This design comes from an exercise in tuning for small area, a short achievable clock period and few clock cycles per item on the open sky130 flow, not from production work. RTL that was checked went through simulation tests only; none was proved equivalent to the original.

==> flow/design.v (excerpt) <==
module load_average_core_count_governor_top #(
    parameter int HISTORY_DEPTH = lacg_pkg::DEF_HISTORY_DEPTH,
    parameter int NUM_CORES     = lacg_pkg::DEF_NUM_CORES
) (
    input  logic        clk,
    input  logic        rst_n,
    input  logic        evt_valid,
    output logic        evt_ready,
    input  logic [1:0]  evt_func,
    input  logic [9:0]  evt_run_count,
    input  logic [3:0]  evt_cores_online,
    input  logic        evt_offline_pending,
    input  logic        evt_screen_suspended,
    output logic        res_valid,
    input  logic        res_ready,
    output logic [2:0]  res_action,
    output logic        res_cancel_offline,
    output logic        res_start_unpause_timer,
    output logic [22:0] res_next_delay,
    output logic [16:0] res_average_load,
    output logic        res_paused_now,
    output logic        res_boost_now,
    input  logic        cfg_valid,
    output logic        cfg_ready,
    input  logic [2:0]  cfg_index,
    input  logic [15:0] cfg_data
);
Size: about 0.018 sq mm of cells after synthesis.
make LEC_CHECK=0 CAP_MARGIN=20 CORE_MARGIN=2 CORE_UTILIZATION=40 CTS_BUF_LIST=sky130_fd_sc_hd__clkbuf_8 SETUP_SLACK_MARGIN=2.4 SLEW_MARGIN=20 TNS_END_PERCENT=5 finish   # period 6.5 ns
run.sh (not shown) runs the stock make flow with config.mk's settings and CLKGATE_MAP_FILE= SYNTH_SCRIPT=/design/flow/synth_recipe.tcl, a recipe that flattens the netlist after the stock synthesis.
Rerun with:
Settings changed: CTS_BUF_LIST sky130_fd_sc_hd__clkbuf_8 to default, SETUP_SLACK_MARGIN 2.4 to 3.9, TNS_END_PERCENT 5 to default.
After rerunning: The new run completed with no timing, DRC or antenna violations; area after synthesis does not change; final area increases by 7.4%; worst setup slack is better by 40 ps; sequential cell count stays the same; wire length increases by 6.2%; utilization increases by 3.5 points.
No functional check of the RTL was part of any run of this note.


Another version of the RTL of load_average_core_count_governor_top (not shown whole).
For scale: about 1700 cells after synthesis, about 92 I/O pins.
## load_average_core_count_governor_top
module load_average_core_count_governor_top #(
    parameter int HISTORY_DEPTH = lacg_pkg::DEF_HISTORY_DEPTH,
    parameter int NUM_CORES     = lacg_pkg::DEF_NUM_CORES
) (
    input  logic        clk,
    input  logic        rst_n,
    input  logic        evt_valid,
    output logic        evt_ready,
    input  logic [1:0]  evt_func,
    input  logic [9:0]  evt_run_count,
    input  logic [3:0]  evt_cores_online,
    input  logic        evt_offline_pending,
    input  logic        evt_screen_suspended,
    output logic        res_valid,
    input  logic        res_ready,
    output logic [2:0]  res_action,
    output logic        res_cancel_offline,
    output logic        res_start_unpause_timer,
    output logic [22:0] res_next_delay,
    output logic [16:0] res_average_load,
    output logic        res_paused_now,
    output logic        res_boost_now,
    input  logic        cfg_valid,
    output logic        cfg_ready,
    input  logic [2:0]  cfg_index,
    input  logic [15:0] cfg_data
);
clock: 6.5 ns
lec_check: 0
cap_margin: 20
core_margin: 2
core_utilization: 40
cts_cluster_diameter: 100
cts_cluster_size: 20
setup_slack_margin: 3.6
slew_margin: 20
tns_end_percent: 5
The baseline ran to the end with no violations.
Testbench counts at the start, summed over its fixed seeds: cycles 12,192, events 12,000.
Edit:
==> flow/flow/run.sh (new file) <==
#!/bin/bash
# Standard layout (the standard.sh), except that the buffers the flow puts on
# every input and output port are plain buf_1 cells instead of the flow's default
# choice. make's full output goes to standard.log here; ORFS keeps its per-step
# logs under orfs/logs.
set -e
echo 'export BUFFER_PORTS_ARGS = -buffer_cell sky130_fd_sc_hd__buf_1' >> config.mk
bash standard.sh > standard.log 2>&1
==> flow/standard.sh (new file) <==
#!/bin/bash
# synth_recipe.tcl (not shown) runs the flow's synth.tcl, then flattens the netlist and writes it again
# the make line also repeats each setting of config.mk as NAME=value (left out here)
make -C /OpenROAD-flow-scripts/flow DESIGN_CONFIG=/design/flow/config.mk WORK_HOME=/design/flow/orfs CLKGATE_MAP_FILE= SYNTH_SCRIPT=/design/flow/synth_recipe.tcl "${@:-finish}"
Settings changed: BUFFER_PORTS_ARGS from default to -buffer_cell sky130_fd_sc_hd__buf_1, SETUP_SLACK_MARGIN 3.6 to 3.2, TNS_END_PERCENT 5 to 0.
removed: flow/run.sh
Utilization fell by 3.5 points; sequential share of layout area rose by 3.0 points; die area stays the same.
Edit:
==> flow/flow/run.sh (replaced) <==
#!/bin/bash
# Standard layout, but the port buffers are plain buf_2 cells instead of the
# flow's default choice. Each tool's output goes to a log file here.
set -e
cp standard.sh standard_copy.txt
cp config.mk config_orig.txt
echo 'export BUFFER_PORTS_ARGS = -buffer_cell sky130_fd_sc_hd__buf_2' >> config.mk
bash standard.sh > standard.log 2>&1
Settings changed: BUFFER_PORTS_ARGS -buffer_cell sky130_fd_sc_hd__buf_1 to -buffer_cell sky130_fd_sc_hd__buf_2, SETUP_SLACK_MARGIN 3.2 to 3.4, TNS_END_PERCENT 0 to 5.
Setup slack gets better by 0.093 ns. Clock-buffer cell count is unchanged. Via count came out higher slightly. Cell area went up by a few percent. Core utilization went up by 2.2 points. Register-to-register slack is better by 0.09 ns. Routed wire length increases by a few percent. Maximum frequency increases by a few percent.
Edit:
==> flow/run.sh (new file) <==
#!/bin/bash
# synth_recipe.tcl (not shown) runs the flow's synth.tcl, then flattens the netlist and writes it again
# the make line also repeats each setting of config.mk as NAME=value (left out here)
make -C /OpenROAD-flow-scripts/flow DESIGN_CONFIG=/design/flow/config.mk WORK_HOME=/design/flow/orfs CLKGATE_MAP_FILE= SYNTH_SCRIPT=/design/flow/synth_recipe.tcl finish
Settings changed: BUFFER_PORTS_ARGS -buffer_cell sky130_fd_sc_hd__buf_2 to default, CORE_UTILIZATION 40 to 55, PLACE_DENSITY from default to 0.7.
removed: flow/flow/run.sh
removed: flow/standard.sh
The changed run ran to the end with no violations.
Synthesized area does not change.
Via count rose by 2.2%.
Design area rose by 1.5%.

port drivers added, routing unchanged:
In the flow no input, the clock included, has a driving cell. The finished layouts below were timed again as built, in two steps.
Step 1: set_driving_cell puts a clkbuf_16 on clk and a buf_2 on each other input, an assumption about the parent block.
Step 2 also shifts input and output timing later by t, the mid clock arrival at the registers, as if the neighbouring blocks saw the same clock.
Slacks: ideal ports / drivers / drivers and shift; pairs: ideal ports / drivers.
run | shift t [ns] | setup WS [ns] | worst register clock-pin slew, ns
the first run of note 1 | 0.663 | 2.275 / 2.275 / 2.275 | 0.07 / 0.07
the second run of note 1 | 0.591 | 2.315 / 2.315 / 2.315 | 0.07 / 0.07
the first run of note 2 | 0.592 | 2.971 / 2.971 / 2.569 | 0.09 / 0.09
the second run of note 2 | 0.580 | 2.885 / 2.885 / 2.495 | 0.09 / 0.09
the third run of note 2 | 0.598 | 2.978 / 2.978 / 2.791 | 0.09 / 0.09
the fourth run of note 2 | 0.571 | 2.916 / 2.916 / 2.560 | 0.09 / 0.09
After both steps every run listed still meets setup and hold. For the first run of note 2, which loses most, drivers alone change the setup slack by 0.000 ns; drivers and shift together by -0.402 ns.
